Source: an optimization exercise on an open RTL-to-GDS flow (aim: a short achievable clock period and few clock cycles). Production flows keep margins and buffers that such runs may drop.
In this exercise RTL edits were held to simulation tests only and were not proved equivalent to the original.
The flow treats the clock pin as an ideal source. Dropping or thinning the clock tree relies on that and would not hold on a real chip.
Power is estimated from default activity; no workload was simulated.

## before
## cim_node
module cim_node #(
    parameter logic [1:0] NODE_ID = 2'd0
) (
    input  logic clk,
    input  logic rst_n,
    input  logic [3:0] bus_op,
    input  logic [47:0] bus_data,
    input  logic [1:0] bus_target_or_sender,
    output logic [3:0] bus_out_op,
    output logic [47:0] bus_out_data,
    output logic [1:0] bus_out_target_or_sender,
    output logic bus_drive,
    output logic is_ready
);
    logic par_we;
    logic [5:0] par_addr;
    logic [15:0] par_data;
    logic word_v;
    logic [4:0] ng;
    logic [4:0] m1;
    logic [4:0] m2;
    logic [4:0] m3;
    logic [4:0] m4;
    logic p5;
    logic n5;
    logic [4:0] word_idx;
    logic load_start;
    logic [15:0] k1;
    logic [17:0] k3;
    logic [10:0] nk;
    logic [15:0] bias;
    logic [15:0] base;
    logic [15:0] acc_next;
    logic [15:0] res0;
    logic [15:0] res1;
    logic [15:0] res2;
    logic [15:0] res3;
    assign bus_out_target_or_sender = NODE_ID;   
    bus_rx_ctrl #(.NODE_ID(NODE_ID)) u_bus_rx_ctrl (
        .clk(clk),
        .rst_n(rst_n),
        .bus_op(bus_op),
        .bus_data(bus_data),
        .bus_target_or_sender(bus_target_or_sender),
        .par_we(par_we),
        .par_addr(par_addr),
        .par_data(par_data),
        .word_v(word_v),
        .ng(ng),
        .m1(m1),
        .m2(m2),
        .m3(m3),
        .m4(m4),
        .p5(p5),
        .n5(n5),
        .word_idx(word_idx),
        .load_start(load_start)
    );
    cim_mem u_cim_mem (
        .clk(clk),
        .par_we(par_we),
        .par_addr(par_addr),
        .par_data(par_data),
        .word_v(word_v),
        .k1(k1),
        .k3(k3),
        .nk(nk),
        .bias(bias)
    );
    mac_engine u_mac_engine (
        .clk(clk),
        .ng(ng),
        .m1(m1),
        .m2(m2),
        .m3(m3),
        .m4(m4),
        .p5(p5),
        .n5(n5),
        .k1(k1),
        .k3(k3),
  ...
export LEC_CHECK = 0
export CAP_MARGIN = 20
export CORE_MARGIN = 2
export CORE_UTILIZATION = 40
export PLACE_DENSITY = 0.6
export SLEW_MARGIN = 20
create_clock -name core_clock -period 10.0 [get_ports {clk}]
standard.sh (not shown) runs the stock make flow with config.mk's settings and CLKGATE_MAP_FILE= SYNTH_SCRIPT=/design/flow/synth_recipe.tcl, a recipe that flattens the netlist after the stock synthesis.
==> flow/flow/run.sh <==
#!/bin/bash
set -euo pipefail
bash standard.sh SETUP_SLACK_MARGIN=7.4 POST_CTS_TCL="$PWD/flow/post_cts.tcl" finish > standard_flow.log 2>&1
==> flow/flow/post_cts.tcl <==
proc remove_clock_root { port_name max_loads } {
  set block [ord::get_db_block]
  set clk_net [[$block findBTerm $port_name] getNet]
  set its [$clk_net getITerms]
  if {[llength $its] != 1} { puts "remove_clock_root: clock net has [llength $its] loads, kept"; return }
  set root [[lindex $its 0] getInst]
  set out_net [[$root findITerm X] getNet]
  if {$out_net eq "NULL"} { set out_net [[$root findITerm Y] getNet] }
  set loads [$out_net getITerms]
  # loads other than the root's own output pin
  set sinks {}
  foreach it $loads { if {[$it getInst] ne $root} { lappend sinks $it } }
  if {[llength $sinks] > $max_loads} { puts "remove_clock_root: root drives [llength $sinks] pins, kept"; return }
  foreach it $sinks { $it disconnect; $it connect $clk_net }
  puts "remove_clock_root: removed [$root getName], clock port now drives [llength $sinks] pins"
  odb::dbInst_destroy $root
  odb::dbNet_destroy $out_net
}

remove_clock_root clk 4
Testbench counts of before, summed over its fixed seeds: cycles 50,848.
For after, these inputs were changed with respect to before:
==> flow/flow/run.sh <==
#!/bin/bash
# Standard layout, with timing repair aiming well past the 10 ns constraint
set -euo pipefail
bash standard.sh SETUP_SLACK_MARGIN=7 finish > standard_flow.log 2>&1
removed: flow/flow/post_cts.tcl
[summary]
Summary of after over before: overall routed net length has decreased; via count has decreased; final total power has decreased; worst hold slack has increased.
Cell with the biggest individual delay on the critical path = fa_1: before; cell with the biggest individual delay on the critical path = dfxtp_2: after
Highest net fanout along the worst path, before and after, lower one = after.
Of the two values seen for cell class ranked first by area, sequential cells was produced by after and multi-input combinational cells by before.

* * *

Another version of the RTL of cim_node (not shown whole).
For scale: about 1900 cells after synthesis, ~500 flip-flops, about 110 I/O pins, roughly 23000 um2 of cells after synthesis.
## cim_node
module cim_node #(
    parameter logic [1:0] NODE_ID = 2'd0
) (
    input  logic clk,
    input  logic rst_n,
    input  logic [3:0] bus_op,
    input  logic [47:0] bus_data,
    input  logic [1:0] bus_target_or_sender,
    output logic [3:0] bus_out_op,
    output logic [47:0] bus_out_data,
    output logic [1:0] bus_out_target_or_sender,
    output logic bus_drive,
    output logic is_ready
);
    logic par_we;
    logic [5:0] par_addr;
    logic [15:0] par_data;
    logic word_v;
    logic [4:0] ng;
    logic [4:0] m1;
    logic [4:0] m2;
    logic [4:0] m3;
    logic [4:0] m4;
    logic p5;
    logic n5;
    logic [4:0] word_idx;
    logic load_start;
    logic [15:0] k1;
    logic [17:0] k3;
    logic [10:0] nk;
    logic [15:0] bias;
    logic [15:0] base;
    logic [15:0] acc_next;
    logic [15:0] res0;
    logic [15:0] res1;
    logic [15:0] res2;
    logic [15:0] res3;
    assign bus_out_target_or_sender = NODE_ID;   
    bus_rx_ctrl #(.NODE_ID(NODE_ID)) u_bus_rx_ctrl (
        .clk(clk),
        .rst_n(rst_n),
        .bus_op(bus_op),
        .bus_data(bus_data),
        .bus_target_or_sender(bus_target_or_sender),
        .par_we(par_we),
        .par_addr(par_addr),
        .par_data(par_data),
        .word_v(word_v),
        .ng(ng),
        .m1(m1),
        .m2(m2),
        .m3(m3),
        .m4(m4),
        .p5(p5),
        .n5(n5),
        .word_idx(word_idx),
        .load_start(load_start)
    );
    cim_mem u_cim_mem (
        .clk(clk),
        .par_we(par_we),
        .par_addr(par_addr),
        .par_data(par_data),
        .word_v(word_v),
        .k1(k1),
        .k3(k3),
        .nk(nk),
        .bias(bias)
    );
    mac_engine u_mac_engine (
        .clk(clk),
        .ng(ng),
        .m1(m1),
        .m2(m2),
        .m3(m3),
        .m4(m4),
        .p5(p5),
        .n5(n5),
        .k1(k1),
        .k3(k3),
        .nk(nk),
        .base(base),
        .acc_next(acc_next)
    );
    patch_proj_ctrl u_patch_proj_ctrl (
        .clk(clk),
        .rst_n(rst_n),
        .load_start(load_start),
        .word_v(word_v),
        .word_idx(word_idx),
        .acc_next(acc_next),
        .bias(bias),
        .base(base),
        .res0(res0),
        .res1(res1),
        .res2(res2),
        .res3(res3),
        .is_ready(is_ready)
    );
  ...
clock: 10.0 ns
lec_check: 0
cap_margin: 20
core_margin: 2
core_utilization: 40
place_density: 0.6
slew_margin: 20
==> flow/flow/run.sh <==
#!/bin/bash
# Standard layout, with timing repair aiming well past the 10 ns constraint, and the clock
# tree rebuilt after CTS as two buffer levels (the clock port drives four root buffers, each
# feeding the leaf buffers of its region; leaf buffers drive ~18 flip-flops each), then
# timing repaired again against the new tree.
set -euo pipefail
bash standard.sh SETUP_SLACK_MARGIN=7.2 POST_CTS_TCL="$PWD/flow/post_cts.tcl" finish > standard_flow.log 2>&1
==> flow/flow/post_cts.tcl <==
# Rebuild the clock tree as two buffer levels: the clock port drives NROOT root buffers, each
# driving the leaf buffers of its region; each leaf buffer drives a cluster of nearby
# flip-flop clock pins. Every register sees the same two buffer levels.
proc ct_kmeans { pts K iters } {
  # pts: list of {x y}; returns list of cluster index per point (size-capped assignment)
  set n [llength $pts]
  set sorted [lsort -integer -index 0 [lmap p $pts {lindex $p 0}]]
  set order [lsort -integer -indices [lmap p $pts {lindex $p 0}]]
  set cx {}; set cy {}
  for {set k 0} {$k < $K} {incr k} {
    set p [lindex $pts [lindex $order [expr {int(($k + 0.5) * $n / $K)}]]]
    lappend cx [lindex $p 0]; lappend cy [lindex $p 1]
  }
  set cap [expr {int(ceil(1.1 * $n / $K))}]
  for {set it 0} {$it < $iters} {incr it} {
    set pairs {}
    for {set i 0} {$i < $n} {incr i} {
      set p [lindex $pts $i]
      for {set k 0} {$k < $K} {incr k} {
        lappend pairs [list [expr {abs([lindex $p 0] - [lindex $cx $k]) + abs([lindex $p 1] - [lindex $cy $k])}] $i $k]
      }
    }
    set pairs [lsort -integer -index 0 $pairs]
    array unset asg; array unset cnt
    for {set k 0} {$k < $K} {incr k} { set cnt($k) 0; set sx($k) 0; set sy($k) 0 }
    foreach pr $pairs {
      lassign $pr d i k
      if {[info exists asg($i)] || $cnt($k) >= $cap} continue
      set asg($i) $k; incr cnt($k)
      set p [lindex $pts $i]
      set sx($k) [expr {$sx($k) + [lindex $p 0]}]; set sy($k) [expr {$sy($k) + [lindex $p 1]}]
    }
    for {set k 0} {$k < $K} {incr k} {
      if {$cnt($k) > 0} { lset cx $k [expr {$sx($k) / $cnt($k)}]; lset cy $k [expr {$sy($k) / $cnt($k)}] }
    }
  }
  set res {}
  for {set i 0} {$i < $n} {incr i} { lappend res $asg($i) }
  return [list $res $cx $cy]
}

proc ct_place { inst x y } {
  set m [$inst getMaster]
  $inst setLocation [expr {int($x - [$m getWidth] / 2)}] [expr {int($y - [$m getHeight] / 2)}]
  $inst setPlacementStatus PLACED
}

proc rebuild_clock_tree { port_name per_leaf nroot buf } {
  set block [ord::get_db_block]
  set db [ord::get_db]
  set port_net [[$block findBTerm $port_name] getNet]
  # Walk the existing tree: clock pins are sinks, every other cell on it is tree
  set queue [list $port_net]
  set sinks {}
  set tree_insts {}
  set tree_nets {}
  while {[llength $queue]} {
    set net [lindex $queue 0]; set queue [lrange $queue 1 end]
    foreach it [$net getITerms] {
      if {[$it isOutputSignal]} continue
      set inst [$it getInst]
      if {[[$it getMTerm] getName] eq "CLK"} { lappend sinks $it; continue }
      if {[lsearch -exact $tree_insts $inst] >= 0} continue
      lappend tree_insts $inst
      foreach ot [$inst getITerms] {
        if {[$ot isOutputSignal] && [$ot getNet] ne "NULL"} {
          lappend queue [$ot getNet]; lappend tree_nets [$ot getNet]
        }
      }
    }
  }
  set pts {}
  foreach it $sinks {
    set bb [[$it getInst] getBBox]
    lappend pts [list [expr {([$bb xMin] + [$bb xMax]) / 2}] [expr {([$bb yMin] + [$bb yMax]) / 2}]]
    $it disconnect
  }
  foreach inst $tree_insts { foreach it [$inst getITerms] { if {[$it getNet] ne "NULL"} { $it disconnect } } ; odb::dbInst_destroy $inst }
  foreach net $tree_nets { odb::dbNet_destroy $net }
  set n [llength $sinks]
  set K [expr {max($nroot, int(round(double($n) / $per_leaf)))}]
  lassign [ct_kmeans $pts $K 25] asg lx ly
  set lpts {}
  for {set k 0} {$k < $K} {incr k} { lappend lpts [list [lindex $lx $k] [lindex $ly $k]] }
  lassign [ct_kmeans $lpts $nroot 25] rasg rx ry
  set master [$db findMaster $buf]
  set rnets {}
  for {set r 0} {$r < $nroot} {incr r} {
    set inst [odb::dbInst_create $block $master "clkbuf_root_$r"]
    ct_place $inst [lindex $rx $r] [lindex $ry $r]
    set net [odb::dbNet_create $block "clknet_root_$r"]
    $net setSigType CLOCK
    [$inst findITerm A] connect $port_net
    [$inst findITerm X] connect $net
    lappend rnets $net
  }
  set lnets {}
  for {set k 0} {$k < $K} {incr k} {
    set inst [odb::dbInst_create $block $master "clkbuf_leaf_$k"]
    ct_place $inst [lindex $lx $k] [lindex $ly $k]
    set net [odb::dbNet_create $block "clknet_leaf_$k"]
    $net setSigType CLOCK
    [$inst findITerm A] connect [lindex $rnets [lindex $rasg $k]]
    [$inst findITerm X] connect $net
    lappend lnets $net
  }
  for {set i 0} {$i < $n} {incr i} { [lindex $sinks $i] connect [lindex $lnets [lindex $asg $i]] }
  puts "rebuild_clock_tree: removed [llength $tree_insts] cells, $n sinks, $K leaf and $nroot root buffers"
}

rebuild_clock_tree clk 18 4 sky130_fd_sc_hd__clkbuf_16
detailed_placement
estimate_parasitics -placement
# Repair again against the rebuilt tree's latencies, then legalize
repair_timing_helper
detailed_placement
estimate_parasitics -placement
Testbench counts at the start, summed over its fixed seeds: cycles 51,328.
Change:
==> flow/flow/run.sh (replaced) <==
#!/bin/bash
# Standard layout, with timing repair aiming well past the 10 ns constraint, and the clock
# tree rebuilt after CTS as two buffer levels (the clock port drives four root buffers, each
# feeding the leaf buffers of its region; leaf buffers drive ~18 flip-flops each).
set -euo pipefail
bash standard.sh SETUP_SLACK_MARGIN=7.2 POST_CTS_TCL="$PWD/flow/post_cts.tcl" finish > standard_flow.log 2>&1
--- a/flow/flow/post_cts.tcl
+++ b/flow/flow/post_cts.tcl
@@ -112,6 +112,2 @@
 detailed_placement
 estimate_parasitics -placement
-# Repair again against the rebuilt tree's latencies, then legalize
-repair_timing_helper
-detailed_placement
-estimate_parasitics -placement
Wire length barely changes.
Via count stays flat.
Sequential cell count stays the same.
Power barely changes.
In every run of this note, the design's own scripts or RTL, not TritonCTS, make the clock network.

re-timing with driven ports:
The flow's constraints put no driver on any port. The routed layouts listed below were extracted and timed again, unchanged, in two steps. Step 1 assumes that a clkbuf_16 drives the clock port and a buf_2 every other input. Step 2, shift: input delay + t, output delay - t, t = (earliest + latest rising clock arrival at the registers) / 2. This alone moves slack from input paths to output paths. a / b / c = ideal / step 1 / step 2; a / b = the first two.
run	t (ns)	setup WS [ns]	hold WS [ns]	latest minus earliest clock arrival (ns)	slew at the worst register clock pin (ns)
before	0.512	7.005 / 7.005 / 6.738	0.354 / 0.354 / 0.354	0.025 / 0.025	0.06 / 0.06
after	0.643	6.957 / 6.899 / 6.416	0.360 / 0.360 / 0.360	0.022 / 0.022	0.07 / 0.07
the first run of note 2	0.464	7.179 / 7.018 / 6.554	0.331 / 0.331 / 0.331	0.054 / 0.054	0.08 / 0.08
the second run of note 2	0.467	7.186 / 7.063 / 6.606	0.331 / 0.331 / 0.331	0.051 / 0.051	0.08 / 0.08
After both steps every run listed still meets setup and hold. The setup slack of the first run of note 2, which loses most, moves by -0.161 ns with the drivers and by -0.625 ns with both steps.
